Context: an optimization exercise on an open-source flow, tuned for small area and a short achievable clock period. The choices shown serve that exercise and are no tape-out recipe. Function was checked by simulation only, so behaviour that the tests miss may differ from the original. Power and IR drop assume default switching activity.

File: flow/design.v
package mips_pkg;
    localparam int XLEN   = 32;
    localparam int REG_AW = 5;
    typedef union packed {
        struct packed {
            logic [5:0]        opcode;
            logic [REG_AW-1:0] rs;
            logic [REG_AW-1:0] rt;
            logic [REG_AW-1:0] rd;
            logic [4:0]        sa;
            logic [5:0]        funct;
        } r;
        struct packed {
            logic [5:0]        opcode;
            logic [REG_AW-1:0] rs;
            logic [REG_AW-1:0] rt;
            logic [15:0]       imm;
        } i;
        struct packed {
            logic [5:0]  opcode;
            logic [25:0] target;
        } j;
    } instr_t;
    localparam logic [5:0] OP_SPECIAL = 6'h00;
    localparam logic [5:0] OP_REGIMM  = 6'h01;
    localparam logic [5:0] OP_J       = 6'h02;
    localparam logic [5:0] OP_JAL     = 6'h03;
    localparam logic [5:0] OP_BEQ     = 6'h04;
    localparam logic [5:0] OP_BNE     = 6'h05;
    localparam logic [5:0] OP_BLEZ    = 6'h06;
    localparam logic [5:0] OP_BGTZ    = 6'h07;
    localparam logic [5:0] OP_ANDI    = 6'h0c;
    localparam logic [5:0] OP_ORI     = 6'h0d;
    localparam logic [5:0] OP_XORI    = 6'h0e;
    localparam logic [5:0] OP_LUI     = 6'h0f;
    localparam logic [5:0] FUNCT_SLL  = 6'h00;
    localparam logic [5:0] FUNCT_SRL  = 6'h02;
    localparam logic [5:0] FUNCT_SRA  = 6'h03;
    localparam logic [5:0] FUNCT_SLLV = 6'h04;
    localparam logic [5:0] FUNCT_SRLV = 6'h06;
    localparam logic [5:0] FUNCT_SRAV = 6'h07;
    localparam logic [5:0] FUNCT_JR   = 6'h08;
    localparam logic [5:0] FUNCT_JALR = 6'h09;
    localparam logic [5:0] FUNCT_MOVZ = 6'h0a;
    localparam logic [5:0] FUNCT_MOVN = 6'h0b;
    localparam logic [5:0] FUNCT_AND  = 6'h24;
    localparam logic [5:0] FUNCT_OR   = 6'h25;
    localparam logic [5:0] FUNCT_XOR  = 6'h26;
    localparam logic [5:0] FUNCT_NOR  = 6'h27;
    localparam logic [REG_AW-1:0] RT_BLTZ   = 5'h00;
    localparam logic [REG_AW-1:0] RT_BGEZ   = 5'h01;
    localparam logic [REG_AW-1:0] RT_BLTZAL = 5'h10;
    localparam logic [REG_AW-1:0] RT_BGEZAL = 5'h11;
    localparam logic [3:0] ALU_OR  = 4'd0;
    localparam logic [3:0] ALU_AND = 4'd1;
    localparam logic [3:0] ALU_XOR = 4'd2;
    localparam logic [3:0] ALU_NOR = 4'd3;
    localparam logic [3:0] ALU_SLL = 4'd4;
    localparam logic [3:0] ALU_SRL = 4'd5;
    localparam logic [3:0] ALU_SRA = 4'd6;
    localparam logic [3:0] ALU_ADD = 4'd7;
    localparam logic [1:0] SRC_RT  = 2'd0;
    localparam logic [1:0] SRC_IMM = 2'd1;
    localparam logic [1:0] SRC_SA  = 2'd2;
    localparam logic [1:0] SRC_PC  = 2'd3;  
    localparam logic [3:0] BR_NONE = 4'd0;
    localparam logic [3:0] BR_EQ   = 4'd1;
    localparam logic [3:0] BR_NE   = 4'd2;
    localparam logic [3:0] BR_GTZ  = 4'd3;
    localparam logic [3:0] BR_LEZ  = 4'd4;
    localparam logic [3:0] BR_LTZ  = 4'd5;
    localparam logic [3:0] BR_GEZ  = 4'd6;
    localparam logic [3:0] BR_JUMP = 4'd7;
    localparam logic [3:0] BR_JREG = 4'd8;
    localparam logic [REG_AW-1:0] LINK_REG = 5'd31;
endpackage
import mips_pkg::*;
module instr_decoder (
    input  mips_pkg::instr_t                i_instr,
    input  logic [mips_pkg::XLEN-1:0]       i_rt_value,
    output logic [mips_pkg::REG_AW-1:0]     o_raddr1,
    output logic [mips_pkg::REG_AW-1:0]     o_raddr2,
    output logic [mips_pkg::REG_AW-1:0]     o_waddr,
    output logic [mips_pkg::XLEN-1:0]       o_imm,
    output logic [3:0]                      o_alu_op,
    output logic [1:0]                      o_alu_src,
    output logic                            o_reg_wr,
    output logic [3:0]                      o_br_kind
);
    logic              wr;
    logic              link;
    logic [XLEN-1:0]   imm_zx;
    assign imm_zx = {16'h0000, i_instr.i.imm};  
    always_comb begin
        o_raddr1  = i_instr.r.rs;
        o_raddr2  = i_instr.r.rt;
        o_waddr   = i_instr.i.rt;
        o_imm     = '0;
        o_alu_op  = ALU_OR;
        o_alu_src = SRC_IMM;
        o_br_kind = BR_NONE;
        wr        = 1'b0;
        link      = 1'b0;
        case (i_instr.r.opcode)
            OP_ORI: begin
                wr    = 1'b1;
                o_imm = imm_zx;
            end
            OP_ANDI: begin
                wr       = 1'b1;
                o_imm    = imm_zx;
                o_alu_op = ALU_AND;
            end
            OP_XORI: begin
                wr       = 1'b1;
                o_imm    = imm_zx;
                o_alu_op = ALU_XOR;
            end
            OP_LUI: begin
                wr       = 1'b1;
                o_raddr1 = '0;  
                o_imm    = {i_instr.i.imm, 16'h0000};
            end
            OP_J:    o_br_kind = BR_JUMP;
            OP_JAL: begin
                o_br_kind = BR_JUMP;
                link      = 1'b1;
            end
            OP_BEQ:  o_br_kind = BR_EQ;
            OP_BNE:  o_br_kind = BR_NE;
            OP_BGTZ: o_br_kind = BR_GTZ;
            OP_BLEZ: o_br_kind = BR_LEZ;
            OP_REGIMM: begin
                case (i_instr.i.rt)
                    RT_BLTZ: o_br_kind = BR_LTZ;
                    RT_BGEZ: o_br_kind = BR_GEZ;
                    RT_BLTZAL: begin
                        o_br_kind = BR_LTZ;
                        link      = 1'b1;
                    end
                    RT_BGEZAL: begin
                        o_br_kind = BR_GEZ;
                        link      = 1'b1;
                    end
                    default: o_br_kind = BR_NONE;
                endcase
            end
            OP_SPECIAL: begin
                o_waddr = i_instr.r.rd;
                case (i_instr.r.funct)
                    FUNCT_AND, FUNCT_OR, FUNCT_XOR, FUNCT_NOR: begin
                        wr        = 1'b1;
                        o_alu_src = SRC_RT;
                        case (i_instr.r.funct)
                            FUNCT_AND: o_alu_op = ALU_AND;
                            FUNCT_XOR: o_alu_op = ALU_XOR;
                            FUNCT_NOR: o_alu_op = ALU_NOR;
                            default:   o_alu_op = ALU_OR;
                        endcase
                    end
                    FUNCT_SLL, FUNCT_SRL, FUNCT_SRA: begin
                        wr        = 1'b1;
                        o_alu_src = SRC_SA;
                        o_alu_op  = ALU_SLL + {2'b00, i_instr.r.funct[1:0]} -
                                    {3'b000, i_instr.r.funct[1]};
                    end
                    FUNCT_SLLV, FUNCT_SRLV, FUNCT_SRAV: begin
                        wr        = 1'b1;
                        o_alu_src = SRC_RT;
                        o_alu_op  = ALU_SLL + {2'b00, i_instr.r.funct[1:0]} -
                                    {3'b000, i_instr.r.funct[1]};
                    end
                    FUNCT_MOVN: wr = (i_rt_value != '0);  
                    FUNCT_MOVZ: wr = (i_rt_value == '0);
                    FUNCT_JR:   o_br_kind = BR_JREG;
                    FUNCT_JALR: begin
                        o_br_kind = BR_JREG;
                        wr        = 1'b1;
                        o_alu_src = SRC_PC;
                        o_alu_op  = ALU_ADD;
                    end
                    default: wr = 1'b0;
                endcase
            end
            default: wr = 1'b0;
        endcase
        if (link) begin
            wr        = 1'b1;
            o_waddr   = LINK_REG;
            o_alu_src = SRC_PC;
            o_alu_op  = ALU_ADD;
        end
        o_reg_wr = wr && (o_waddr != '0);  
    end
endmodule
import mips_pkg::*;
module reg_file (
    input  logic                            i_clk,
    input  logic                            i_reset,
    input  logic [mips_pkg::REG_AW-1:0]     i_raddr1,
    input  logic [mips_pkg::REG_AW-1:0]     i_raddr2,
    output logic [mips_pkg::XLEN-1:0]       o_rdata1,
    output logic [mips_pkg::XLEN-1:0]       o_rdata2,
    input  logic                            i_wb_en,
    input  logic [mips_pkg::REG_AW-1:0]     i_wb_addr,
    input  logic [mips_pkg::XLEN-1:0]       i_wb_data,
    input  logic                            i_wb_commit
);
    logic [XLEN-1:0] regs [1:31];
    always_comb begin
        if (i_raddr1 == '0)
            o_rdata1 = '0;
        else if (i_wb_en && (i_wb_addr == i_raddr1))
            o_rdata1 = i_wb_data;
        else
            o_rdata1 = regs[i_raddr1];
        if (i_raddr2 == '0)
            o_rdata2 = '0;
        else if (i_wb_en && (i_wb_addr == i_raddr2))
            o_rdata2 = i_wb_data;
        else
            o_rdata2 = regs[i_raddr2];
    end
    always_ff @(posedge i_clk) begin
        if (i_reset) begin
            for (int k = 1; k < 32; k++) begin
                regs[k] <= '0;
            end
        end else if (i_wb_commit && (i_wb_addr != '0)) begin
            regs[i_wb_addr] <= i_wb_data;
        end
    end
endmodule
import mips_pkg::*;
module next_pc_unit #(
    parameter logic [mips_pkg::XLEN-1:0] P_RESET_PC = '0
) (
    input  logic                            i_clk,
    input  logic                            i_reset,
    input  logic                            i_advance,
    input  logic [3:0]                      i_br_kind,
    input  logic [mips_pkg::XLEN-1:0]       i_rs_value,
    input  logic [mips_pkg::XLEN-1:0]       i_rt_value,
    input  logic [15:0]                     i_imm_field,
    input  logic [25:0]                     i_target_field,
    output logic [mips_pkg::XLEN-1:0]       o_pc,
    output logic [mips_pkg::XLEN-1:0]       o_next_pc
);
    logic [XLEN-1:0] pc_plus4;
    logic [XLEN-1:0] br_target;
    logic            rs_zero;
    logic            taken;
    assign pc_plus4  = o_pc + 32'd4;
    assign br_target = pc_plus4 + {{14{i_imm_field[15]}}, i_imm_field, 2'b00};
    assign rs_zero   = (i_rs_value == '0);
    always_comb begin
        taken     = 1'b0;
        o_next_pc = pc_plus4;
        case (i_br_kind)
            BR_EQ:   taken = (i_rs_value == i_rt_value);
            BR_NE:   taken = (i_rs_value != i_rt_value);
            BR_GTZ:  taken = !i_rs_value[XLEN-1] && !rs_zero;
            BR_LEZ:  taken = i_rs_value[XLEN-1] || rs_zero;
            BR_LTZ:  taken = i_rs_value[XLEN-1];
            BR_GEZ:  taken = !i_rs_value[XLEN-1];
            BR_JUMP: o_next_pc = {pc_plus4[XLEN-1:28], i_target_field, 2'b00};
            BR_JREG: o_next_pc = i_rs_value;
            default: taken = 1'b0;
        endcase
        if (taken)
            o_next_pc = br_target;
    end
    always_ff @(posedge i_clk) begin
        if (i_reset)
            o_pc <= P_RESET_PC;
        else if (i_advance)
            o_pc <= o_next_pc;  
    end
endmodule
import mips_pkg::*;
module alu (
    input  logic [3:0]                      i_op,
    input  logic [1:0]                      i_src,
    input  logic [mips_pkg::XLEN-1:0]       i_rs_value,
    input  logic [mips_pkg::XLEN-1:0]       i_rt_value,
    input  logic [mips_pkg::XLEN-1:0]       i_imm,
    input  logic [4:0]                      i_sa,
    input  logic [mips_pkg::XLEN-1:0]       i_pc,
    output logic [mips_pkg::XLEN-1:0]       o_result
);
    logic [XLEN-1:0] op_a;
    logic [XLEN-1:0] op_b;
    logic [4:0]      shamt;
    always_comb begin
        op_a  = (i_src == SRC_PC) ? i_pc : i_rs_value;
        shamt = (i_src == SRC_SA) ? i_sa : i_rs_value[4:0];  
        case (i_src)
            SRC_IMM: op_b = i_imm;
            SRC_PC:  op_b = 32'd4;
            default: op_b = i_rt_value;
        endcase
    end
    always_comb begin
        case (i_op)
            ALU_AND: o_result = op_a & op_b;
            ALU_XOR: o_result = op_a ^ op_b;
            ALU_NOR: o_result = ~(op_a | op_b);
            ALU_SLL: o_result = i_rt_value << shamt;
            ALU_SRL: o_result = i_rt_value >> shamt;
            ALU_SRA: o_result = $signed(i_rt_value) >>> shamt;
            ALU_ADD: o_result = op_a + op_b;
            default: o_result = op_a | op_b;
        endcase
    end
endmodule
module exec_stage (
    input  logic                            i_clk,
    input  logic                            i_reset,
    input  logic                            i_load,
    input  logic [mips_pkg::XLEN-1:0]       i_pc,
    input  logic [mips_pkg::XLEN-1:0]       i_next_pc,
    input  logic [mips_pkg::XLEN-1:0]       i_rs_value,
    input  logic [mips_pkg::XLEN-1:0]       i_rt_value,
    input  logic [mips_pkg::XLEN-1:0]       i_imm,
    input  logic [4:0]                      i_sa,
    input  logic [3:0]                      i_alu_op,
    input  logic [1:0]                      i_alu_src,
    input  logic                            i_reg_wr,
    input  logic [mips_pkg::REG_AW-1:0]     i_waddr,
    output logic [mips_pkg::XLEN-1:0]       o_rs_value,
    output logic [mips_pkg::XLEN-1:0]       o_rt_value,
    output logic [mips_pkg::XLEN-1:0]       o_imm,
    output logic [4:0]                      o_sa,
    output logic [3:0]                      o_alu_op,
    output logic [1:0]                      o_alu_src,
    input  logic [mips_pkg::XLEN-1:0]       i_alu_result,
    input  logic                            i_ret_ready,
    output logic                            o_accept_ok,
    output logic                            o_wb_en,
    output logic [mips_pkg::REG_AW-1:0]     o_wb_addr,
    output logic [mips_pkg::XLEN-1:0]       o_wb_data,
    output logic                            o_wb_commit,
    output logic                            o_ret_valid,
    output logic [mips_pkg::XLEN-1:0]       o_ret_pc,
    output logic                            o_ret_wr,
    output logic [mips_pkg::REG_AW-1:0]     o_ret_waddr,
    output logic [mips_pkg::XLEN-1:0]       o_ret_wdata,
    output logic [mips_pkg::XLEN-1:0]       o_ret_next_pc
);
    always_ff @(posedge i_clk) begin
        if (i_reset)
            o_ret_valid <= 1'b0;
        else if (i_load)
            o_ret_valid <= 1'b1;
        else if (i_ret_ready)
            o_ret_valid <= 1'b0;
    end
    always_ff @(posedge i_clk) begin
        if (i_load) begin
            o_ret_pc      <= i_pc;
            o_ret_next_pc <= i_next_pc;
            o_rs_value    <= i_rs_value;
            o_rt_value    <= i_rt_value;
            o_imm         <= i_imm;
            o_sa          <= i_sa;
            o_alu_op      <= i_alu_op;
            o_alu_src     <= i_alu_src;
            o_ret_wr      <= i_reg_wr;
            o_ret_waddr   <= i_waddr;
        end
    end
    assign o_accept_ok = !o_ret_valid || i_ret_ready;  
    assign o_ret_wdata = i_alu_result;
    assign o_wb_en     = o_ret_valid && o_ret_wr;
    assign o_wb_addr   = o_ret_waddr;
    assign o_wb_data   = i_alu_result;
    assign o_wb_commit = o_wb_en && i_ret_ready;
endmodule
import mips_pkg::*;
module mips_core #(
    parameter logic [mips_pkg::XLEN-1:0] P_RESET_PC = '0
) (
    input  logic                            i_clk,
    input  logic                            i_reset,
    input  logic                            i_instr_valid,
    input  mips_pkg::instr_t                i_instr,
    output logic                            o_instr_ready,
    input  logic                            i_ret_ready,
    output logic                            o_ret_valid,
    output logic                            o_ret_wr,
    output logic [mips_pkg::XLEN-1:0]       o_ret_pc,
    output logic [mips_pkg::XLEN-1:0]       o_ret_wdata,
    output logic [mips_pkg::XLEN-1:0]       o_ret_next_pc,
    output logic [mips_pkg::REG_AW-1:0]     o_ret_waddr
);
    logic [REG_AW-1:0] raddr1, raddr2, waddr, wb_addr;
    logic [XLEN-1:0]   rdata1, rdata2, imm, pc, next_pc, wb_data, alu_result;
    logic [XLEN-1:0]   ex_rs, ex_rt, ex_imm;
    logic [3:0]        alu_op, ex_alu_op, br_kind;
    logic [1:0]        alu_src, ex_alu_src;
    logic [4:0]        ex_sa;
    logic              reg_wr, accept_ok, load, wb_en, wb_commit;
    assign o_instr_ready = accept_ok;
    assign load          = i_instr_valid && accept_ok;
    instr_decoder instr_decoder_i (
        .i_instr(i_instr), .i_rt_value(rdata2), .o_raddr1(raddr1), .o_raddr2(raddr2),
        .o_waddr(waddr), .o_imm(imm), .o_alu_op(alu_op), .o_alu_src(alu_src),
        .o_reg_wr(reg_wr), .o_br_kind(br_kind)
    );
    reg_file reg_file_i (
        .i_clk(i_clk), .i_reset(i_reset), .i_raddr1(raddr1), .i_raddr2(raddr2),
        .o_rdata1(rdata1), .o_rdata2(rdata2), .i_wb_en(wb_en), .i_wb_addr(wb_addr),
        .i_wb_data(wb_data), .i_wb_commit(wb_commit)
    );
    next_pc_unit #(.P_RESET_PC(P_RESET_PC)) next_pc_unit_i (
        .i_clk(i_clk), .i_reset(i_reset), .i_advance(load), .i_br_kind(br_kind),
        .i_rs_value(rdata1), .i_rt_value(rdata2), .i_imm_field(i_instr.i.imm),
        .i_target_field(i_instr.j.target), .o_pc(pc), .o_next_pc(next_pc)
    );
    exec_stage exec_stage_i (
        .i_clk(i_clk), .i_reset(i_reset), .i_load(load), .i_pc(pc), .i_next_pc(next_pc),
        .i_rs_value(rdata1), .i_rt_value(rdata2), .i_imm(imm), .i_sa(i_instr.r.sa),
        .i_alu_op(alu_op), .i_alu_src(alu_src), .i_reg_wr(reg_wr), .i_waddr(waddr),
        .o_rs_value(ex_rs), .o_rt_value(ex_rt), .o_imm(ex_imm), .o_sa(ex_sa),
        .o_alu_op(ex_alu_op), .o_alu_src(ex_alu_src), .i_alu_result(alu_result),
        .i_ret_ready(i_ret_ready), .o_accept_ok(accept_ok), .o_wb_en(wb_en),
        .o_wb_addr(wb_addr), .o_wb_data(wb_data), .o_wb_commit(wb_commit),
        .o_ret_valid(o_ret_valid), .o_ret_pc(o_ret_pc), .o_ret_wr(o_ret_wr),
        .o_ret_waddr(o_ret_waddr), .o_ret_wdata(o_ret_wdata), .o_ret_next_pc(o_ret_next_pc)
    );
    alu alu_i (
        .i_op(ex_alu_op), .i_src(ex_alu_src), .i_rs_value(ex_rs), .i_rt_value(ex_rt),
        .i_imm(ex_imm), .i_sa(ex_sa), .i_pc(o_ret_pc), .o_result(alu_result)
    );
endmodule
File: flow/run.sh
#!/bin/bash
# synth_recipe.tcl (not shown) runs the flow's synth.tcl, then flattens the netlist and writes it again
# the make line also repeats each setting of config.mk as NAME=value (left out here)
make -C /OpenROAD-flow-scripts/flow DESIGN_CONFIG=/design/flow/config.mk WORK_HOME=/design/flow/orfs CLKGATE_MAP_FILE= SYNTH_SCRIPT=/design/flow/synth_recipe.tcl finish
File: flow/config.mk
export PLATFORM = sky130hd
export DESIGN_NAME = mips_core
export DESIGN_NICKNAME = mips_core
export VERILOG_FILES = /design/flow/design.v
export SDC_FILE = /design/flow/constraint.sdc
export NUM_CORES = 4
export LEC_CHECK = 0
export CAP_MARGIN = 20
export CORE_MARGIN = 2
export CORE_UTILIZATION = 30
export SLEW_MARGIN = 20
File: flow/constraint.sdc
create_clock -name core_clock -period 10.0 [get_ports {i_clk}]
set_input_delay 2.0000 -clock core_clock [delete_from_list [all_inputs] [get_ports {i_clk}]]
set_output_delay 2.0000 -clock core_clock [all_outputs]
set_load 0.01 [all_outputs]
==> run notes <==
## cells in the mapped netlist, types with 16 or more instances
master / instances / area [µm²]
a2111oi_0: 16 / 140
a211o_1: 38 / 333
a211oi_1: 123 / 923
a21o_1: 49 / 368
a21oi_1: 283 / 1420
a221o_1: 20 / 200
a221oi_1: 36 / 315
a22oi_1: 41 / 308
a311oi_1: 37 / 324
a31oi_1: 59 / 369
and2_1: 18 / 113
and3_1: 68 / 425
buf_1: 49 / 184
buf_2: 123 / 616
clkbuf_1: 429 / 1610
dfxtp_1: 33 / 661
edfxtp_1: 1200 / 36000
ha_1: 98 / 1230
inv_1: 162 / 608
mux2_2: 154 / 1730
mux2i_1: 237 / 2370
mux4_2: 383 / 8630
nand2_1: 406 / 1520
nand2b_1: 73 / 457
nand3_1: 104 / 521
nand4_1: 22 / 138
nor2_1: 1302 / 4890
nor2b_1: 35 / 219
nor3_1: 81 / 405
nor4_1: 19 / 119
o2111ai_1: 20 / 175
o211ai_1: 65 / 488
o21a_1: 24 / 180
o21ai_0: 219 / 1100
o221ai_1: 55 / 482
o22ai_1: 83 / 519
o311ai_0: 19 / 166
o31ai_1: 31 / 233
or3_1: 29 / 181
xnor2_1: 76 / 666
xor2_1: 24 / 210
## power by group through the flow
stage | combinational, mW | sequential [mW] | clock (mW)
after floorplan | 1.74 | 6.13 | 0
after CTS | 3.09 | 6.15 | 5.05
after detailed placement | 3.07 | 6.25 | 0
after global routing | 3.28 | 6.17 | 5.24
after global placement | 3.07 | 6.25 | 0
final | 3.22 | 6.17 | 5.05
## cell type report
class	instances	area (µm²)	area share, %
Clock buffer	170	3590	4.25
Inverter	166	631	0.745
Sequential cell	1233	36700	43.4
Timing Repair Buffer	440	3810	4.50
Multi-Input combinational cell	4654	35000	41.4
Clock inverter	74	772	0.912
Tap cell	3220	4030	4.76
Antenna cell	9	22.5	0.0266
## cells by family after synthesis
family,synth area share (%)
compound gates,13.0
xor+xnor,1.18
fa+ha+maj,1.71
buf+inv,4.28
flops,49.4
mux,17.3
other cells,0.00505
simple gates,13.2
## metal layers
metal / wire (µm) / part of all wire [%] / global-route usage (%) / vias to the layer above
met1: 129000 / 36 / 35.0 / 32100
met5: 233 / 0.065 / 0 / -
li1: - / - / - / 25200
met2: 154000 / 43 / 41.0 / 5734
met3: 52100 / 14 / 9.50 / 1210
met4: 26100 / 7.2 / 16.4 / 34
## worst max-delay path by stage
stage,startpoint,slack (ns),cells past startpoint,end
3_3_place_gp,i_instr[28],1.11,22,exec_stage_i.o_ret_next_pc[2]$_DFFE_PP_
2_1_floorplan,i_ret_ready,1.66,6,next_pc_unit_i.o_pc[22]$_SDFFE_PP0P_
6_report,exec_stage_i.o_alu_src[0]$_SDFFCE_PP1P_,0.79,14,o_ret_wdata[18]
5_1_grt,exec_stage_i.o_alu_src[0]$_SDFFCE_PP1P_,0.64,14,o_ret_wdata[18]
3_5_place_dp,i_instr[28],1.06,21,next_pc_unit_i.o_pc[22]$_SDFFE_PP0P_
4_1_cts,exec_stage_i.o_alu_src[0]$_SDFFCE_PP1P_,1.05,14,o_ret_wdata[18]
## state kept, by name (all words and copies together) (netlist names), 2 cells and up
name	cells
exec_stage_i.o_ret_waddr	5
exec_stage_i.o_alu_src	2
exec_stage_i.o_imm	32
exec_stage_i.o_ret_next_pc	32
reg_file_i.regs	1024
next_pc_unit_i.o_pc	32
exec_stage_i.o_sa	5
exec_stage_i.o_ret_pc	32
exec_stage_i.o_alu_op	3
exec_stage_i.o_rs_value	32
exec_stage_i.o_rt_value	32
## critical path, delay by kind of cell, from the launching register on
kind	cells	cell delay (ns)
AO/OA/AOI/OAI	6	3.29
buffers and inverters	4	1.31
flip-flops	1	0.58
multiplexers	1	0.46
adder cells (fa/ha/maj)	1	0.43
AND/OR/NAND/NOR	2	0.28
## through the flow
step | instances | worst slack (ns)
2_1_floorplan | 6670 | 1.66
3_3_place_gp | 9713 | 1.11
3_5_place_dp | 9713 | 1.06
4_1_cts | 9957 | 1.05
5_1_grt | 9960 | 0.641
6_report | 9966 | 0.794
==> reports/metrics.csv <==
metric;value;unit
die_x;502;µm
end_kind;primary output;
holdPathEnd;exec_stage_i.o_ret_pc[31]$_DFFE_PP_;
syn_inst;6639;
start_util;30.2;%
r2r_end;exec_stage_i.o_ret_next_pc[3]$_DFFE_PP_;
clk_latency;0.85;ns
overflow;0;
cts_buffer_depth;3;
hp-start;next_pc_unit_i.o_pc[31]$_SDFFE_PP0P_;
drt_pass1_iterations;6;
ant_nets;0;
worstPathMaxFanout;31;
path_common_cell;o21ai_0;
routedWlPerCell;36.2;µm
combPwrFrac;22.3;%
vias_per_cell;6.45;
cp-start-kind;flop;
hold_buffers;0;
p_leak;30.6;nW
avgSynthCellArea;11.2;µm²
vdd_drop_max;0.000163;V
dpl-instance-area;80200;µm²
fillCellCount;24300;
drtIter0Drc;11900;
antenna_found_initial;33;
wirelength;361000;µm
fp-row-count;182;
tns;0;ns
numPortBuffers;139;
cts_buffers;139;
total_power;14.4;mW
final_max_slew_viol_count;0;
outcome;complete, no violations;
min_delay_path_depth;0;
p_sw_share;33.0;%
crit_required;8.00;ns
routabilityCongestion;1.01;
finalHoldViolations;0;
ios;140;
min_period_over_period;92.1;%
p_per_area;171;nW/µm²
r2r-start;exec_stage_i.o_alu_src[0]$_SDFFCE_PP1P_;
final_area;84600;µm²
crit_slowest_cell;o31ai_4;
fin_crit;9.21;ns
htreeDepth;4;
track_usage;27.7;%
core;246000;µm²
cts_tree;yes;
fin_util;34.4;%
intPower;9.66;mW
cts_setup_buffers;0;
route.detailed.drc;0;
hold_path.class;flop to flop;
setup_viol;0;
via_count;64300;
max_stage_delay;0.90;ns
max-cap-violations;0;
pwr-share-clk;35.0;%
relSlewSlack;15.6;%
path_class;flop to primary output;
max_freq;0.109;GHz
syn-cell-area;74300;µm²
power_frac_seq;42.7;%
cts_root_buffer;clkbuf_16;
synthFlopType;edfxtp_1;
path_clk_slew;0.06;ns
yosysWarnings;5;
cts_resized;0;
crit_arrival;7.21;ns
grt_pass1_vias;60000;
grt_pass1_wl;491000;µm
synth_edf_count;1200;
path_cells;nand2_1 > buf_4 > mux2_2 > ha_1 > a2111oi_0 > o21ai_0 > a2bb2oi_1 > nor3_1 > o21ai_0 > o21ai_0 > o31ai_4 > inv_1 > buf_4 > clkdlybuf4s50_1;
die_y;502;µm
ys_seq_area_share;49.4;%
reg2reg_slack;1.34;ns
grt_setup_unrepaired;false;
whs;0.491;ns
fin_skew;0.0725;ns
p_sw;4.77;mW
fp.dieArea;252000;µm²
area_growth;13.9;%
ys_ff_latch;1233;
synth.distinct_cells;108;
grt_max_degree;111;
final_common_cell;nor2_1;
async_reset_ff_share;0;%
num-nets-final;6770;
hpwl;244000;µm
cts_num_sinks;1233;
worstRegToRegCells;23;
layout_common_cells;1,298 x nor2_1, 1,200 x edfxtp_1, 383 x mux4_2;
drive_gt1_share;18.0;%
worst_slew_pin_slew;1.26;ns

static timing again, ports no longer ideal:
No port has a modelled driver above. Below, the same layout with a new extraction and two added sets of constraints.
Step 1 sets driving cells, clkbuf_16 on the clock port and buf_2 on the other inputs (assumed; they add their load-dependent delay and slew).
Step 2 adds t to the input delays and takes it off the output delays; t is the mean of the earliest and latest rising clock arrival at the registers after step 1. Input paths then give back, and output paths get back, about the clock's delay inside the block.
a / b / c = ideal / step 1 / step 2; a / b = the first two.
t (ns): 0.910
setup WS [ns]: 0.794 / 0.694 / 0.528
worst hold slack (ns): 0.491 / 0.491 / 0.491
worst slew at a driven data input, ns: 0.20
After both steps setup and hold are still met in this run. For this run, drivers alone change the setup slack by -0.100 ns; drivers and shift together by -0.266 ns.
